From an optimization exercise on the open Yosys and OpenROAD flow, aimed at small area; shortcuts taken in it are not production practice.
In this exercise RTL edits were held to simulation tests only and were not proved equivalent to the original.

<file path="design/flow/run.sh">
#!/bin/bash
# synth_recipe.tcl (not shown) runs the flow's synth.tcl, then flattens the netlist and writes it again
# the make line also repeats each setting of config.mk as NAME=value (left out here)
make -C /OpenROAD-flow-scripts/flow DESIGN_CONFIG=/design/flow/config.mk WORK_HOME=/design/flow/orfs CLKGATE_MAP_FILE= SYNTH_SCRIPT=/design/flow/synth_recipe.tcl finish
</file>
<file path="design/flow/config.mk">
export PLATFORM = sky130hd
export DESIGN_NAME = glyph_rain_engine
export DESIGN_NICKNAME = glyph_rain_engine
export VERILOG_FILES = /design/flow/design.v
export SDC_FILE = /design/flow/constraint.sdc
export NUM_CORES = 8
export LEC_CHECK = 0
export CAP_MARGIN = 20
export CORE_MARGIN = 2
export CORE_UTILIZATION = 30
export PLACE_DENSITY = 0.5
export SLEW_MARGIN = 20
</file>
<file path="design/flow/constraint.sdc">
create_clock -name core_clock -period 15.0 [get_ports {clk}]
set_input_delay 3.0000 -clock core_clock [delete_from_list [all_inputs] [get_ports {clk}]]
set_output_delay 3.0000 -clock core_clock [all_outputs]
set_load 0.01 [all_outputs]
</file>
<file path="design/flow/design.v">
package glyph_rain_pkg;
    localparam int HEAD_W  = 7;
    localparam int STEP_W  = 2;
    localparam int SPEED_W = 2;
    localparam int TRAIL_W = 4;
    localparam int SEED_W  = 6;
    localparam logic [15:0] LFSR_SEED = 16'hACE1;
    localparam logic [15:0] LFSR_TAPS = 16'hB400;
    localparam logic [SPEED_W-1:0] RESET_SPEED = 2'd1;
    localparam logic [TRAIL_W-1:0] RESET_TRAIL = 4'd4;
    localparam logic [TRAIL_W-1:0] MIN_TRAIL   = 4'd4;
    localparam logic ST_IDLE = 1'b0;
    localparam logic ST_WALK = 1'b1;
endpackage
import glyph_rain_pkg::*;
module glyph_rain_column_state
#(
    parameter int NUM_COLS = 80,
    parameter int NUM_ROWS = 40
) (
    input  logic               clk,
    input  logic               reset,
    input  logic [7:0]         pix_col,
    output logic [HEAD_W-1:0]  pix_head,
    output logic [TRAIL_W-1:0] pix_trail,
    output logic [SEED_W-1:0]  pix_seed,
    input  logic [7:0]         walk_col,
    output logic [20:0]        walk_rdata,
    input  logic               walk_we,
    input  logic [20:0]        walk_wdata
);
    localparam int CW = (NUM_COLS > 1) ? $clog2(NUM_COLS) : 1;
    logic [20:0]      cols [NUM_COLS];
    logic [CW-1:0]    pix_idx;
    logic [CW-1:0]    walk_idx;
    assign pix_idx  = (pix_col  < 8'(NUM_COLS)) ? pix_col[CW-1:0]  : '0;
    assign walk_idx = (walk_col < 8'(NUM_COLS)) ? walk_col[CW-1:0] : '0;
    assign pix_head   = cols[pix_idx][20:14];
    assign pix_trail  = cols[pix_idx][9:6];
    assign pix_seed   = cols[pix_idx][5:0];
    assign walk_rdata = cols[walk_idx];
    always_ff @(posedge clk or posedge reset) begin
        if (reset) begin
            for (int i = 0; i < NUM_COLS; i++) begin
                cols[i] <= {HEAD_W'(i % NUM_ROWS), STEP_W'(0), RESET_SPEED, RESET_TRAIL, SEED_W'(0)};
            end
        end else if (walk_we) begin
            cols[walk_idx] <= walk_wdata;
        end
    end
endmodule
import glyph_rain_pkg::*;
module glyph_rain_engine
#(
    parameter int NUM_COLS   = 80,
    parameter int NUM_ROWS   = 40,
    parameter int GLYPH_H    = 12,
    parameter int NUM_GLYPHS = 51
) (
    input  logic        clk,
    input  logic        reset,
    input  logic        frame_tick,
    input  logic        pause,
    input  logic [1:0]  palette_sel,
    input  logic        display_on,
    input  logic [10:0] hpos,
    input  logic [9:0]  vpos,
    output logic [5:0]  glyph_index,
    output logic [2:0]  glyph_x,
    output logic [3:0]  glyph_y,
    input  logic        glyph_pixel,
    output logic [5:0]  rgb,
    output logic        busy,
    output logic        overrun
);
    function automatic logic [5:0] palette_lookup(input logic [1:0] sel, input logic [2:0] idx);
        logic [5:0] c;
        case ({sel, idx})
            5'd0:  c = 6'h04; 5'd1:  c = 6'h04; 5'd2:  c = 6'h08; 5'd3:  c = 6'h08;
            5'd4:  c = 6'h0C; 5'd5:  c = 6'h0C; 5'd6:  c = 6'h1D; 5'd7:  c = 6'h2E;
            5'd8:  c = 6'h10; 5'd9:  c = 6'h10; 5'd10: c = 6'h20; 5'd11: c = 6'h24;
            5'd12: c = 6'h30; 5'd13: c = 6'h34; 5'd14: c = 6'h38; 5'd15: c = 6'h3C;
            5'd16: c = 6'h01; 5'd17: c = 6'h01; 5'd18: c = 6'h02; 5'd19: c = 6'h05;
            5'd20: c = 6'h06; 5'd21: c = 6'h0A; 5'd22: c = 6'h0F; 5'd23: c = 6'h1F;
            5'd24: c = 6'h15; 5'd25: c = 6'h15; 5'd26: c = 6'h15; 5'd27: c = 6'h2A;
            5'd28: c = 6'h2A; 5'd29: c = 6'h2A; 5'd30: c = 6'h2A; default: c = 6'h2A;
        endcase
        palette_lookup = c;
    endfunction
    function automatic logic [15:0] lfsr_next(input logic [15:0] cur);
        logic [15:0] nxt;
        nxt = {1'b0, cur[15:1]} ^ (cur[0] ? LFSR_TAPS : 16'h0000);
        lfsr_next = (nxt == 16'h0000) ? LFSR_SEED : nxt;
    endfunction
    logic               state;        
    logic [7:0]         walk_col;
    logic [15:0]        lfsr;
    logic [20:0]        walk_rd;      
    logic [20:0]        walk_wr;      
    logic [HEAD_W-1:0]  pix_head;
    logic [TRAIL_W-1:0] pix_trail;
    logic [SEED_W-1:0]  pix_seed;
    logic [7:0]         s1_col;
    logic [9:0]         s1_row;
    logic [15:0]        gi_sum;
    logic [HEAD_W-1:0]  s2_dist;
    logic [TRAIL_W-1:0] s2_trail;
    logic               s2_valid;
    logic [HEAD_W-1:0]  dist_m1;
    logic [2:0]         shade;
    logic [2:0]         pal_idx;
    logic [5:0]         rgb_next;
    glyph_rain_column_state #(
        .NUM_COLS (NUM_COLS),
        .NUM_ROWS (NUM_ROWS)
    ) u_cols (
        .clk        (clk),
        .reset      (reset),
        .pix_col    (s1_col),
        .pix_head   (pix_head),
        .pix_trail  (pix_trail),
        .pix_seed   (pix_seed),
        .walk_col   (walk_col),
        .walk_rdata (walk_rd),
        .walk_we    (state == ST_WALK),
        .walk_wdata (walk_wr)
    );
    assign s1_col = hpos[10:3];
    assign s1_row = vpos / 10'(GLYPH_H);
    assign gi_sum = 16'(s1_col) * 16'd7 + 16'(s1_row) * 16'd13 + 16'(pix_seed);
    always_ff @(posedge clk or posedge reset) begin
        if (reset) begin
            glyph_index <= '0;
            glyph_x     <= '0;
            glyph_y     <= '0;
            s2_dist     <= '0;
            s2_trail    <= '0;
            s2_valid    <= 1'b0;
        end else begin
            glyph_index <= 6'(gi_sum % 16'(NUM_GLYPHS));
            glyph_x     <= hpos[2:0];
            glyph_y     <= 4'(vpos - s1_row * 10'(GLYPH_H));
            s2_dist     <= pix_head - s1_row[HEAD_W-1:0];
            s2_trail    <= pix_trail;
            s2_valid    <= display_on && (s1_col < 8'(NUM_COLS)) && (s1_row < 10'(NUM_ROWS));
        end
    end
    always_comb begin
        rgb_next = '0;
        dist_m1  = s2_dist - 7'd1;
        shade    = (dist_m1 > 7'd7) ? 3'd7 : dist_m1[2:0];
        pal_idx  = 3'd7 - shade;
        if (s2_valid && glyph_pixel) begin
            if (s2_dist == '0)
                rgb_next = 6'h3F;
            else if (s2_dist <= {3'b000, s2_trail})
                rgb_next = palette_lookup(palette_sel, pal_idx);
        end
    end
    always_ff @(posedge clk or posedge reset) begin
        if (reset) rgb <= '0;
        else       rgb <= rgb_next;
    end
    always_comb begin
        logic [HEAD_W-1:0] head_adv;
        logic [7:0]        respawn_at;
        walk_wr    = walk_rd;
        head_adv   = walk_rd[20:14] + 7'd1;
        respawn_at = 8'(NUM_ROWS) + {4'b0000, walk_rd[9:6]};
        if (walk_rd[13:12] == walk_rd[11:10]) begin
            walk_wr[13:12] = '0;
            walk_wr[5:0]   = (walk_rd[5:0] == 6'(NUM_GLYPHS - 1)) ? '0 : walk_rd[5:0] + 6'd1;
            if ({1'b0, head_adv} == respawn_at) begin
                walk_wr[20:14] = '0;
                walk_wr[11:10] = lfsr[1:0];
                walk_wr[9:6]   = MIN_TRAIL + {1'b0, lfsr[4:2]};
            end else begin
                walk_wr[20:14] = head_adv;
            end
        end else begin
            walk_wr[13:12] = walk_rd[13:12] + 2'd1;
        end
    end
    always_ff @(posedge clk or posedge reset) begin
        if (reset) begin
            state    <= ST_IDLE;
            walk_col <= '0;
            lfsr     <= LFSR_SEED;
            busy     <= 1'b0;
            overrun  <= 1'b0;
        end else begin
            case (state)
                ST_IDLE: begin
                    if (frame_tick && !pause) begin
                        state    <= ST_WALK;
                        walk_col <= '0;
                        busy     <= 1'b1;
                    end
                end
                ST_WALK: begin
                    lfsr <= lfsr_next(lfsr);
                    if (frame_tick && !pause)
                        overrun <= 1'b1;
                    if (walk_col == 8'(NUM_COLS - 1)) begin
                        state <= ST_IDLE;
                        busy  <= 1'b0;
                    end else begin
                        walk_col <= walk_col + 8'd1;
                    end
                end
                default: begin
                    state <= ST_IDLE;
                    busy  <= 1'b0;
                end
            endcase
        end
    end
endmodule
</file>
==> impl_metrics.prom <==
# TYPE chip_impl_metric gauge
chip_impl_info{name="status",value="finished clean"} 1
chip_impl_metric{name="period_needed",unit="ns"} 14.23
chip_impl_metric{name="drt-total-wl",unit="um"} 694000
chip_impl_info{name="crit_path_end_kind",value="register"} 1
chip_impl_metric{name="area_growth_syn_to_layout",unit="%"} 21.8
chip_impl_metric{name="cts_hold_buffers",unit=""} 0
chip_impl_metric{name="cts.reportedPaths.clkPinSlew",unit="ns"} 0.06
chip_impl_metric{name="finalMaxSlewViolations",unit=""} 0
chip_impl_metric{name="grt_start_max_net_pins",unit=""} 147
chip_impl_metric{name="grt.total_usage",unit="%"} 47.5
chip_impl_metric{name="period_share",unit="%"} 94.9
chip_impl_metric{name="max_slew_margin",unit="%"} 5.36
chip_impl_metric{name="syn_area_per_cell",unit="sq um"} 9.51
chip_impl_info{name="hold_path.class",value="register to register"} 1
chip_impl_metric{name="clock_sink_count",unit=""} 1738
chip_impl_info{name="timing.setup.critical_path_class",value="input port to register"} 1
chip_impl_metric{name="cells_after_dpl",unit=""} 12671
chip_impl_info{name="cts_tree",value="done"} 1
chip_impl_metric{name="clockBufferDepth",unit=""} 4
chip_impl_metric{name="drt_iter0_markers",unit=""} 17300
chip_impl_metric{name="post-dp-hpwl",unit="um"} 452000
chip_impl_metric{name="synthesis.yosys.warnings",unit=""} 3
chip_impl_metric{name="numPortBuffers",unit=""} 49
chip_impl_metric{name="dieArea",unit="sq mm"} 0.285
chip_impl_metric{name="ys_ff_latch",unit=""} 1738
chip_impl_metric{name="clk_latency",unit="ns"} 0.96
chip_impl_metric{name="num-nets-final",unit=""} 9273
chip_impl_metric{name="cts_post_setup_buffers_inserted",unit=""} 0
chip_impl_metric{name="die_outline_width",unit="um"} 534
chip_impl_metric{name="start_util",unit="%"} 30.1
chip_impl_metric{name="layout-drive-gt1-share",unit="%"} 21.6
chip_impl_metric{name="synth_seq_area_share",unit="%"} 52.2
chip_impl_info{name="crit_path_top_delay_cell",value="fa_1"} 1
chip_impl_metric{name="synthesis.instances",unit=""} 8855
chip_impl_metric{name="height_of_the_die",unit="um"} 534
chip_impl_metric{name="final.setup_skew",unit="ns"} 0.125
chip_impl_info{name="hold_path.startpoint",value="overrun"} 1
chip_impl_info{name="timing.critical_path.from_type",value="input port"} 1
chip_impl_info{name="worst_path_most_repeated_cell",value="buf_4"} 1
chip_impl_metric{name="placeableCoreArea",unit="sq mm"} 0.279
chip_impl_metric{name="vias_per_cell",unit=""} 7.04
chip_impl_metric{name="setup_viol_count_final",unit=""} 0
chip_impl_metric{name="timing.fmax",unit="MHz"} 70.3
chip_impl_metric{name="setup_ws",unit="ns"} 0.772
chip_impl_metric{name="dp_slack",unit="ns"} -0.428
chip_impl_metric{name="grt_first_pass_wirelength",unit="um"} 884000
chip_impl_metric{name="number_of_placement_rows",unit=""} 194
chip_impl_metric{name="io_count",unit=""} 50
chip_impl_metric{name="vias_in_the_first_global_route",unit=""} 81562
chip_impl_metric{name="proportion_of_synthesized_flip_flops_having_asynchronous_set_or_reset",unit="%"} 100
chip_impl_metric{name="worst-endpoint-required",unit="ns"} 15.75
chip_impl_metric{name="cp_data_arrival_time",unit="ns"} 14.98
chip_impl_metric{name="syn-cell-area",unit="sq mm"} 0.0842
chip_impl_info{name="worst_setup_path_startpoint",value="hpos[9]"} 1
chip_impl_info{name="buffer_type_at_the_clock_tree_root",value="clkbuf_16"} 1
chip_impl_metric{name="antenna_found_initial",unit=""} 120
chip_impl_info{name="unrepaired_setup_endpoints_after_global_routing",value="no"} 1
chip_impl_metric{name="final_antenna_net_count",unit=""} 0
chip_impl_metric{name="max_cap_violations",unit=""} 0
chip_impl_metric{name="synth_edf_count",unit=""} 0
chip_impl_metric{name="gpl.final_weighted_congestion",unit=""} 1.08
chip_impl_metric{name="tightestPinTransition",unit="ns"} 1.42
chip_impl_metric{name="synthesis.nets",unit=""} 8967
chip_impl_metric{name="vias_post_dr",unit=""} 92913
chip_impl_metric{name="max_stage_delay",unit="ns"} 0.55
chip_impl_metric{name="crit_path_max_fanout",unit=""} 9
chip_impl_metric{name="timing.final.hold_violations",unit=""} 0
chip_impl_metric{name="tritoncts.num_buffers",unit=""} 210
chip_impl_metric{name="overflow",unit=""} 0
chip_impl_metric{name="finish.cell_count_without_fillers",unit=""} 13189
chip_impl_info{name="synth_flop_cell",value="dfrtp_1"} 1
chip_impl_metric{name="netlist-cell-type-count",unit=""} 104
chip_impl_metric{name="detail_route.wl_per_cell",unit="um"} 52.6
chip_impl_info{name="crit-reg2reg-launch",value="u_cols.cols[57][3]"} 1
chip_impl_metric{name="post_cts.resized_instances",unit=""} 0
chip_impl_metric{name="detailedRoute.firstPassIterationCount",unit=""} 10
chip_impl_metric{name="h-tree-depth",unit=""} 4
chip_impl_metric{name="drc",unit=""} 0
## cells by family (layout without fill, tap and decap cells)
kind of cell             Yosys count  after routing  synth area share, %
XOR/XNOR                          65             65                0.752
multiplexers                     172            172                 2.27
AND/OR/NAND/NOR                 2614           2614                 13.3
flip-flops                      1738           1738                 52.2
adder cells (fa/ha/maj)           86             86                 1.55
other                              0            126                    0
AO/OA/AOI/OAI                   3277           3277                 25.9
buffers and inverters            903           1387                 4.05
## per-layer routing
layer	part of all wire, %	GRT usage [%]
met5	0.054	0.416
met4	9.6	37.9
met3	14	23.3
met2	39	63.1
met1	37	57.5
## Yosys cell counts (13+ instances only)
| master | count | area share (%) |
|---|---|---|
| nand2_1 | 1756 | 7.8 |
| o21ai_0 | 1583 | 9.4 |
| dfrtp_1 | 1370 | 41 |
| clkbuf_1 | 740 | 3.3 |
| a22oi_1 | 638 | 5.7 |
| dfstp_2 | 368 | 11 |
| a221oi_1 | 349 | 3.6 |
| a22o_1 | 340 | 3.5 |
| nand4_1 | 259 | 1.9 |
| nor2_1 | 248 | 1.1 |
| mux2_2 | 152 | 2.0 |
| a222oi_1 | 118 | 1.4 |
| nand3_1 | 114 | 0.68 |
| inv_1 | 108 | 0.48 |
| nor4_1 | 88 | 0.65 |
| a21oi_1 | 64 | 0.38 |
| nor3_1 | 63 | 0.37 |
| ha_1 | 52 | 0.77 |
| buf_1 | 46 | 0.21 |
| xnor2_1 | 38 | 0.40 |
| fa_1 | 31 | 0.74 |
| a31oi_1 | 25 | 0.19 |
| a21o_1 | 21 | 0.19 |
| xor2_1 | 20 | 0.21 |
| mux2i_1 | 19 | 0.23 |
| a211oi_1 | 16 | 0.14 |
| nand2b_1 | 15 | 0.11 |
| and3_1 | 13 | 0.097 |
## through the flow
stage	util (%)	instance area (sq um)	setup TNS [ns]	hold WS [ns]
finish	36.7	103000	0	0.476
global route	36.6	102000	0	0.494
CTS	36.6	102000	0	0.480
detailed placement	34.0	95100	-1.38	0.459
global placement	34.0	95100	-2.18	0.457
floorplan	-	84200	-	0.445
## sequential cells by signal, summed over array words and instances, names as in the netlist
signal and cells:
u_cols.cols 1680, state 1, lfsr 16, glyph_y 4, glyph_x 3, overrun 1
s2_trail 4, glyph_index 6, busy 1, walk_col 8, s2_valid 1, s2_dist 7
rgb 6
## critical path, delay by kind of cell
kind                     cells  cell delay [ns]
AND/OR/NAND/NOR             11             2.27
adder cells (fa/ha/maj)      7             2.52
buffers and inverters        9             1.80
XOR/XNOR                     1             0.15
multiplexers                 3             0.84
AO/OA/AOI/OAI               19             4.37
## final timing paths
path / endpoint / slack (ns) / cells after the start
max: glyph_index[1] / 0.77 / 50
min: overrun / 0.48 / 1
max reg2reg: glyph_index[1] / 4.12 / 40
min reg2reg: overrun / 0.48 / 1
max in group asynchronous: u_cols.cols[2][17] / 9.02 / 5
min in group asynchronous: u_cols.cols[75][5] / 2.65 / 2
## area by class of cell
class,count,area [sq um]
fill,28148,177000
sequential,1738,44000
multi-input combinational,6214,38600
timing repair buffer,889,7590
clock buffer,322,6220
tap,3724,4660
clock inverter,68,820
inverter,108,409
antenna,126,315
## cells in the final DEF (no fill, tap or decap), types with 62 or more instances in the layout
| cell type | n |
|---|---|
| nand2_1 | 1689 |
| o21ai_0 | 1575 |
| dfrtp_1 | 1369 |
| buf_4 | 775 |
| a22oi_1 | 638 |
| dfstp_2 | 368 |
| a221oi_1 | 348 |
| a22o_1 | 340 |
| nand4_1 | 259 |
| clkbuf_16 | 214 |
| mux2_2 | 151 |
| diode_2 | 126 |
| nor2_4 | 124 |
| a222oi_1 | 118 |
| inv_1 | 107 |
| nand3_1 | 104 |
| nor2_1 | 91 |
| nor4_1 | 86 |
| buf_12 | 63 |
| nor3_1 | 62 |
| clkbuf_1 | 62 |

==> re-timing with driven ports <==
Ports are ideal in the flow. The routed layout listed here was re-timed in OpenROAD. Step 1, drivers: a clkbuf_16 drives clk and a buf_2 each remaining input, both assumed. Step 2 times the ports against the registers' clock, not the clock port: input delays grow and output delays shrink by t, the midpoint of the rising clock arrivals with the driver on. a / b / c = ideal / step 1 / step 2; a / b = the first two.
shift t [ns]: 1.008
setup WS [ns]: 0.772 / 0.852 / -0.156
worst slew at a driven data input, ns: 0.08
cell pins on the clock port's net: 1
With both steps, setup timing fails in this run, where it was met with ideal ports. The setup slack of this run moves by +0.080 ns with the drivers and by -0.928 ns with both steps.
